This is an optimization exercise on Yosys and OpenROAD, whose aim is small area and a short achievable clock period, not a production implementation.
The RTL was checked by simulation tests, not by an equivalence proof against the original design.
No activity file was given, so power comes from the tool's default toggle rates.

==> design/flow/design.v <==
package cpuPkg;
	localparam int dataWidth = 16;  
	localparam int addrWidth = 10;  
	localparam int regAddrWidth = 5;  
	localparam int opcodeWidth = 6;
	typedef logic [dataWidth-1:0] word_t;
	typedef logic [addrWidth-1:0] addr_t;
	typedef logic [regAddrWidth-1:0] regAddr_t;
	localparam regAddr_t resultReg = regAddr_t'(1);  
	typedef enum logic [opcodeWidth-1:0] {
		opNop = 6'h00,
		opLw = 6'h01,  
		opSw = 6'h02,  
		opMv = 6'h03,  
		opBgz = 6'h04,  
		opBez = 6'h05,  
		opJmp = 6'h06,
		opSlt = 6'h09,
		opSlti = 6'h0a,
		opSeq = 6'h0b,  
		opSeqi = 6'h0c,
		opLim = 6'h0d,  
		opSl = 6'h0e,
		opSr = 6'h0f,
		opAdd = 6'h10,
		opSub = 6'h11,
		opAddi = 6'h15,
		opSubi = 6'h16,
		opNot = 6'h1a,  
		opXor = 6'h1b,
		opOr = 6'h1c,
		opAnd = 6'h1d,
		opLwr = 6'h1e,  
		opSwr = 6'h1f,  
		opSi = 6'h20,  
		opSli = 6'h21,
		opSri = 6'h22
	} opcode_t;
	typedef enum logic [3:0] {
		aluAdd = 4'b0001,
		aluSub = 4'b0010,
		aluAnd = 4'b0011,
		aluOr = 4'b0100,
		aluXor = 4'b0101,
		aluNot = 4'b0110,  
		aluShiftLeft = 4'b1010,
		aluShiftRight = 4'b1011,
		aluPassA = 4'b1100,
		aluPassB = 4'b1101,
		aluSetNotEqual = 4'b1110,
		aluSetLess = 4'b1111  
	} aluOp_t;
	typedef enum logic [1:0] {srcAReg = 2'b00, srcAInBus = 2'b10} srcA_t;
	typedef enum logic [1:0] {srcBReg = 2'b00, srcBRam = 2'b01, srcBImm = 2'b10} srcB_t;
	typedef enum logic {ramAddrImm = 1'b0, ramAddrReg = 1'b1} ramAddrSel_t;
	typedef struct packed {
		regAddr_t regA;  
		regAddr_t regB;
	} regPair_t;
	typedef union packed {
		addr_t addr;
		regPair_t regs;
	} operand_u;
	typedef struct packed {
		opcode_t opcode;
		operand_u operand;
	} instr_t;
	typedef struct packed {
		logic ramWe;
		logic regWe;
		regAddr_t regWAddr;
		regAddr_t regAAddr;
		regAddr_t regBAddr;
		srcA_t srcA;
		srcB_t srcB;
		ramAddrSel_t ramAddrSel;
		aluOp_t aluOp;
		addr_t imm;  
	} ctrl_t;
endpackage
`timescale 1ns/1ns
import cpuPkg::*;
module alu (
	input cpuPkg::ctrl_t ctrl,  
	input cpuPkg::word_t a,
	input cpuPkg::word_t b,
	output cpuPkg::word_t result,
	output logic zero
);
	logic [3:0] shamt;  
	assign shamt = b[3:0];
	always_comb begin
		case (ctrl.aluOp)
			aluPassA: result = a;
			aluPassB: result = b;
			aluAdd: result = a + b;  
			aluSub: result = a - b;
			aluAnd: result = a & b;
			aluOr: result = a | b;
			aluXor: result = a ^ b;
			aluNot: result = ~a;
			aluShiftLeft: result = a << shamt;
			aluShiftRight: result = a >> shamt;  
			aluSetLess: result = {{(dataWidth-1){1'b0}}, a < b};  
			aluSetNotEqual: result = {{(dataWidth-1){1'b0}}, a != b};
			default: result = '0;  
		endcase
	end
	assign zero = (result == '0);  
endmodule
`timescale 1ns/1ns
import cpuPkg::*;
module ctrlUnit (
	input cpuPkg::instr_t instr,  
	input logic zero,  
	input logic rstN,
	output cpuPkg::ctrl_t ctrl,
	output logic branch,  
	output cpuPkg::addr_t target
);
	cpuPkg::aluOp_t aluMode;  
	cpuPkg::regAddr_t fieldA;
	cpuPkg::regAddr_t fieldB;
	assign fieldA = instr.operand.regs.regA;  
	assign fieldB = instr.operand.regs.regB;
	always_comb begin
		case (instr.opcode)
			opSlt, opSlti: aluMode = aluSetLess;
			opSeq, opSeqi: aluMode = aluSetNotEqual;
			opSl, opSli: aluMode = aluShiftLeft;
			opSr, opSri: aluMode = aluShiftRight;
			opAdd, opAddi: aluMode = aluAdd;
			opSub, opSubi: aluMode = aluSub;
			opAnd: aluMode = aluAnd;
			opOr: aluMode = aluOr;
			opXor: aluMode = aluXor;  
			default: aluMode = aluPassA;
		endcase
	end
	always_comb begin
		ctrl = '0;  
		case (instr.opcode)
			opLw: begin
				ctrl.regWe = 1'b1;
				ctrl.regWAddr = resultReg;
				ctrl.srcB = srcBRam;  
				ctrl.aluOp = aluPassB;
				ctrl.imm = instr.operand.addr;  
			end
			opSw: begin
				ctrl.ramWe = 1'b1;
				ctrl.regBAddr = resultReg;  
				ctrl.imm = instr.operand.addr;
			end
			opMv: begin
				ctrl.regWe = 1'b1;
				ctrl.regWAddr = fieldB;
				ctrl.regAAddr = fieldA;
				ctrl.aluOp = aluPassA;
			end
			opBgz, opBez: begin
				ctrl.regAAddr = resultReg;  
				ctrl.aluOp = aluPassA;
			end
			opLim: begin
				ctrl.regWe = 1'b1;
				ctrl.regWAddr = resultReg;
				ctrl.srcB = srcBImm;
				ctrl.aluOp = aluPassB;
				ctrl.imm = instr.operand.addr;  
			end
			opSlt, opSeq, opSl, opSr, opAdd, opSub, opAnd, opOr, opXor: begin
				ctrl.regWe = 1'b1;
				ctrl.regWAddr = resultReg;
				ctrl.regAAddr = fieldA;
				ctrl.regBAddr = fieldB;
				ctrl.aluOp = aluMode;
			end
			opSlti, opSeqi, opSli, opSri, opAddi, opSubi: begin
				ctrl.regWe = 1'b1;
				ctrl.regWAddr = resultReg;
				ctrl.regAAddr = fieldA;
				ctrl.srcB = srcBImm;
				ctrl.aluOp = aluMode;
				ctrl.imm = {{(addrWidth-regAddrWidth){1'b0}}, fieldB};  
			end
			opNot: begin
				ctrl.regWe = 1'b1;
				ctrl.regWAddr = fieldB;
				ctrl.regAAddr = fieldA;
				ctrl.aluOp = aluNot;
			end
			opLwr: begin
				ctrl.regWe = 1'b1;
				ctrl.regWAddr = fieldB;
				ctrl.regAAddr = fieldA;  
				ctrl.srcB = srcBRam;
				ctrl.ramAddrSel = ramAddrReg;
				ctrl.aluOp = aluPassB;
			end
			opSwr: begin
				ctrl.ramWe = 1'b1;
				ctrl.regAAddr = fieldB;  
				ctrl.regBAddr = fieldA;  
				ctrl.ramAddrSel = ramAddrReg;
			end
			opSi: begin
				ctrl.regWe = 1'b1;
				ctrl.regWAddr = fieldA;  
				ctrl.srcA = srcAInBus;
				ctrl.aluOp = aluPassA;
			end
			default: ;
		endcase
		ctrl.ramWe = ctrl.ramWe & rstN;  
		ctrl.regWe = ctrl.regWe & rstN;
	end
	always_comb begin
		case (instr.opcode)
			opJmp: branch = 1'b1;
			opBez: branch = zero;
			opBgz: branch = ~zero;  
			default: branch = 1'b0;
		endcase
	end
	assign target = instr.operand.addr;  
endmodule
`timescale 1ns/1ns
import cpuPkg::*;
module progCounter (
	input logic clk,
	input logic rstN,
	input logic branch,  
	input cpuPkg::addr_t target,
	output cpuPkg::addr_t pc
);
	always_ff @(posedge clk) begin
		if (!rstN) begin
			pc <= '0;
		end else if (branch) begin
			pc <= target;
		end else begin
			pc <= pc + 1'b1;  
		end
	end
endmodule
`timescale 1ns/1ns
import cpuPkg::*;
module regFile (
	input logic clk,
	input logic rstN,
	input cpuPkg::ctrl_t ctrl,  
	input cpuPkg::word_t wData,  
	output cpuPkg::word_t rdA,
	output cpuPkg::word_t rdB
);
	cpuPkg::word_t regs [2**regAddrWidth];  
	always_ff @(posedge clk) begin
		if (!rstN) begin
			for (int i = 0; i < 2**regAddrWidth; i++) begin
				regs[i] <= '0;  
			end
		end else if (ctrl.regWe) begin
			regs[ctrl.regWAddr] <= wData;
		end
	end
	assign rdA = regs[ctrl.regAAddr];
	assign rdB = regs[ctrl.regBAddr];  
endmodule
`timescale 1ns/1ns
import cpuPkg::*;
module operandSel (
	input cpuPkg::ctrl_t ctrl,
	input cpuPkg::word_t rdA,
	input cpuPkg::word_t rdB,
	input cpuPkg::word_t inBus,  
	input cpuPkg::word_t ramRData,  
	output cpuPkg::word_t aluA,
	output cpuPkg::word_t aluB,
	output cpuPkg::addr_t ramAddr
);
	always_comb begin
		case (ctrl.srcA)
			srcAInBus: aluA = inBus;  
			default: aluA = rdA;
		endcase
	end
	always_comb begin
		case (ctrl.srcB)
			srcBRam: aluB = ramRData;  
			srcBImm: aluB = {{(dataWidth-addrWidth){1'b0}}, ctrl.imm};  
			default: aluB = rdB;
		endcase
	end
	always_comb begin
		if (ctrl.ramAddrSel == ramAddrReg) begin
			ramAddr = rdA[addrWidth-1:0];
		end else begin
			ramAddr = ctrl.imm;
		end
	end
endmodule
`timescale 1ns/1ns
import cpuPkg::*;
module cpuTop (
	input logic clk,
	input logic rstN,
	input cpuPkg::instr_t instr,  
	input cpuPkg::word_t inBus,
	input cpuPkg::word_t ramRData,
	output cpuPkg::addr_t pc,
	output cpuPkg::addr_t ramAddr,
	output cpuPkg::word_t ramWData,
	output logic ramWe  
);
	cpuPkg::ctrl_t ctrl;
	logic branch;
	logic zero;
	cpuPkg::addr_t target;
	cpuPkg::word_t rdA;
	cpuPkg::word_t rdB;
	cpuPkg::word_t aluA;
	cpuPkg::word_t aluB;
	cpuPkg::word_t result;  
	assign ramWData = rdB;
	assign ramWe = ctrl.ramWe;
	ctrlUnit uCtrl (
		.instr(instr),
		.zero(zero),
		.rstN(rstN),
		.ctrl(ctrl),
		.branch(branch),
		.target(target)
	);
	progCounter uPc (
		.clk(clk),
		.rstN(rstN),
		.branch(branch),
		.target(target),
		.pc(pc)
	);
	regFile uRegs (
		.clk(clk),
		.rstN(rstN),
		.ctrl(ctrl),
		.wData(result),
		.rdA(rdA),
		.rdB(rdB)
	);
	operandSel uSel (
		.ctrl(ctrl),
		.rdA(rdA),
		.rdB(rdB),
		.inBus(inBus),
		.ramRData(ramRData),
		.aluA(aluA),
		.aluB(aluB),
		.ramAddr(ramAddr)
	);
	alu uAlu (
		.ctrl(ctrl),
		.a(aluA),
		.b(aluB),
		.result(result),
		.zero(zero)
	);
endmodule
==> design/flow/run.sh <==
#!/bin/bash
# synth_recipe.tcl (not shown) runs the flow's synth.tcl, then flattens the netlist and writes it again
# the make line also repeats each setting of config.mk as NAME=value (left out here)
make -C /OpenROAD-flow-scripts/flow DESIGN_CONFIG=/design/flow/config.mk WORK_HOME=/design/flow/orfs CLKGATE_MAP_FILE= SYNTH_SCRIPT=/design/flow/synth_recipe.tcl finish
==> design/flow/config.mk <==
export PLATFORM = sky130hd
export DESIGN_NAME = cpuTop
export DESIGN_NICKNAME = cpuTop
export VERILOG_FILES = /design/flow/design.v
export SDC_FILE = /design/flow/constraint.sdc
export NUM_CORES = 4
export LEC_CHECK = 0
export CAP_MARGIN = 20
export CORE_MARGIN = 2
export CORE_UTILIZATION = 40
export SETUP_SLACK_MARGIN = 0.3
export SLEW_MARGIN = 20
==> design/flow/constraint.sdc <==
create_clock -name core_clock -period 10.5 [get_ports {clk}]
set_input_delay 2.1000 -clock core_clock [delete_from_list [all_inputs] [get_ports {clk}]]
set_output_delay 2.1000 -clock core_clock [all_outputs]
set_load 0.01 [all_outputs]
==> flow_metrics.tcl <==
set metrics [dict create \
    track_usage_pct 43.7 \
    finalCriticalPeriod_ns 10.12 \
    critPathSlowestCell "a221oi_1" \
    rows 109 \
    hold_viol_final 0 \
    io_buffers 86 \
    htree_levels 2 \
    fmax_mhz 98.8 \
    p_per_area_mw_per_mm2 164 \
    min_period_over_period_pct 96.4 \
    layout_setup_ws_ns 0.382 \
    worst-path-buf-inv 14 \
    worst_ep_required_time_ns 11.02 \
    gr-total-overflow 0 \
    slew_viol_final 0 \
    grt_pass1_vias 35600 \
    cts_buffers 60 \
    setup_viol 0 \
    hpwl_mm 152 \
    mostFrequentLayoutCell "buf_4" \
    via_count 38500 \
    synth_edf_count 512 \
    ant_nets 0 \
    rsz0062_at_grt "false" \
    cts_hold_buf 0 \
    drt_first_pass_iters 6 \
    syn_to_final_growth_pct 27.4 \
    maxCapViolCount 0 \
    fin_setup_tns_ns 0 \
    avgSynthCellArea_sq_um 8.98 \
    p_sw_mw 2.91 \
    grt_pass1_wl_mm 280 \
    internal-power_mw 4.51 \
    synth_top_area_share_pct 43.2 \
    drive_gt1_share_pct 23.2 \
    timing.hold.ws_ns 0.622 \
    drc_errors 0 \
    synth_fp_nets 4068 \
    worstSkewPairLatency_ns 0.69 \
    worstMarginPinSlew_ns 1.16 \
    cp_slowest_stage_delay_ns 0.51 \
    cts_tree "done" \
    fin_nets 4597 \
    ios 87 \
    start_util_pct 40.3 \
    seqPwrFrac_pct 32.7 \
    netlist_area_sq_mm 0.0356 \
    seq_area_sq_mm 0.0156 \
    start_kind "primary input" \
    outcome "finished clean" \
    slew_headroom_pct 22.3 \
    cts_buffer_depth 3 \
    async_reset_ff_share_pct 0 \
    ys_seq_area_share_pct 43.8 \
    die_w_um 302 \
    ys_warn_count 5 \
    fp.dieH_um 302 \
    wire_per_inst_um 35.7 \
    cts-root-buf "clkbuf_16" \
    cp_common_cell "buf_4" \
    crit_path_end_kind "flip-flop" \
    worstHoldPathType "reg -> reg" \
    crit_fanout 8 \
    final_cell_mix "buf_4 (696), nor2_1 (649), nand2_1 (545)" \
    crit_family "compound AO/OA/AOI/OAI gates" \
    critical_path_class "in -> reg" \
    cts_sinks 522 \
    fillers 8313 \
    path_clk_slew_ns 0.06 \
    leakage_nw 17.1 \
    power_frac_clock_pct 27.9 \
    grt_antenna_before_repair 12 \
    die_area_sq_mm 0.0913 \
    drtIter0Drc 6295 \
    fin_skew_ns 0.0612 \
    syn_inst 3958 \
    viasPerCell 6.74 \
    pre_cts_ws_ns -0.888 \
    p_comb_share_pct 39.5 \
    place_congestion 1.07 \
    ys.flop_type "edfxtp_1" \
    wl_mm 204 \
    multi_input_area_sq_mm 0.0188 \
    core-area_sq_mm 0.0882 \
    synth_largest_area_cell "edfxtp_1" \
    cp_data_arrival_time_ns 10.64 \
    synthTopCellsByArea "edfxtp_1 (43%), nor2_1 (6.9%), nand2_1 (5.8%), a211oi_1 (4.0%), and3_1 (3.0%)" \
    ys_types 113 \
    ys_ff_latch 522 \
    switching_share_pct 39.2 \
    ir_worst_vdd_mv 0.147 \
    grt_max_degree 46 \
]
## worst register-to-register path, stage by stage, from the launching register on
cell and delay (ns):
edfxtp_1 0.54, mux4_2 0.51, a211oi_1 0.78, o41a_1 0.22, buf_4 0.15, inv_1 0.07
ha_1 0.29, buf_4 0.16, nor3b_1 0.19, o21a_1 0.22, o2111ai_2 0.18, a21oi_1 0.19
o21ai_0 0.12, nand2b_1 0.16, a41oi_1 0.25, nand2_1 0.14, a21oi_1 0.10, a311oi_1 0.38
o21ai_1 0.18, a211oi_4 0.27, and2_0 0.18, nand4_1 0.20, buf_4 0.22, nor4_1 0.47
nor3_4 0.04, buf_4 0.18, buf_4 0.17, mux2i_1 0.12
## kinds of logic (layout without fill, tap and decap cells)
| group | count (synthesis) | after routing | synth area share (%) |
|---|---|---|---|
| fa+ha+maj | 60 | 60 | 2.15 |
| buf+inv | 457 | 1033 | 5.42 |
| other cells | 0 | 4 | 0 |
| mux | 148 | 148 | 4.98 |
| compound gates | 1032 | 1032 | 21.7 |
| xor+xnor | 15 | 15 | 0.369 |
| flops | 522 | 522 | 43.8 |
| simple gates | 1724 | 1724 | 21.6 |
## Yosys cell counts (all sizes together) (22+ instances only)
master	n
a2111oi	29
a211oi	191
a21oi	135
a221oi	39
a22o	24
a22oi	33
a311oi	58
a31oi	65
a32oi	23
and3	168
buf	140
clkbuf	239
edfxtp	512
ha	58
inv	78
mux2i	107
nand2	550
nand3	136
nand4	25
nor2	657
nor3	65
o211ai	28
o21ai	152
o22ai	22
## sequential cells by signal, summed over array words and instances (netlist names)
signal / cells
uRegs.regs: 512
uPc.pc: 10
## power groups by stage
stage / Clock, mW / Sequential, mW / Combinational (mW)
after global routing: 2.14 / 2.43 / 2.99
after floorplan: 0 / 2.43 / 1.27
after detailed placement: 0 / 2.46 / 2.72
after global placement: 0 / 2.46 / 2.74
final: 2.07 / 2.42 / 2.93
after CTS: 2.06 / 2.42 / 2.76
## through the flow
| stage | total power, mW | cell area (sq um) | cells | util [%] |
|---|---|---|---|---|
| 6_report | 7.42 | 45300 | 5703 | 51.4 |
| 5_1_grt | 7.56 | 45300 | 5699 | 51.3 |
| 4_1_cts | 7.24 | 44800 | 5691 | 50.8 |
| 3_5_place_dp | 5.18 | 42800 | 5579 | 48.5 |
| 3_3_place_gp | 5.20 | 42700 | 5578 | 48.4 |
| 2_1_floorplan | 3.70 | 35600 | 3958 | - |
## final timing paths
| kind | startpoint | to | slack, ns | cells after the start |
|---|---|---|---|---|
| max | instr[10] | uPc.pc[9] | 0.38 | 41 |
| min | uPc.pc[0] | uPc.pc[0] | 0.62 | 2 |
| max reg2reg | uRegs.regs[20][4] | uPc.pc[9] | 3.70 | 27 |
| min reg2reg | uPc.pc[0] | uPc.pc[0] | 0.62 | 2 |
## layout make-up
cell class / count / share of cell area (%)
clock inverters: 38 / 0.707
well taps: 1165 / 3.22
multi-input cells: 2979 / 41.6
inverters: 78 / 0.646
diodes: 4 / 0.0221
flip-flops and latches: 522 / 34.4
clock buffers: 71 / 3.45
repair buffers: 846 / 16.0
## repair_timing
item / CTS / global route
cloned: 0 / 1
setup buffers: 3 / 6
setup endpoints to repair: 10 / 10
pin swaps: 4 / 19
gates resized for setup: 36 / 89
## layer usage
layer / GRT usage [%] / share of wire (%)
met1: 57.2 / 37
met2: 65.7 / 42
met3: 10.3 / 13
met4: 25.9 / 7.7
met5: 0 / 0.029

port drivers added, routing unchanged:
The flow's constraints put no driver on any port. The routed layout listed below was extracted and timed again, unchanged, in two steps.
Step 1, drivers: a clkbuf_16 drives clk and a buf_2 each remaining input, both assumed.
Step 2 also shifts input and output timing later by t, the mid clock arrival at the registers, as if the neighbouring blocks saw the same clock.
a / b / c = ideal ports / drivers / drivers and shift; a / b = the first two.
shift t [ns]: 0.732
setup slack, ns: 0.382 / 0.430 / -0.302
hold WS [ns]: 0.622 / 0.622 / 0.622
worst register clock-pin slew, ns: 0.07 / 0.07
worst slew at a driven data input, ns: 0.06
With both steps, setup timing fails in this run, where it was met with ideal ports. For this run, drivers alone change the setup slack by +0.048 ns; drivers and shift together by -0.684 ns.
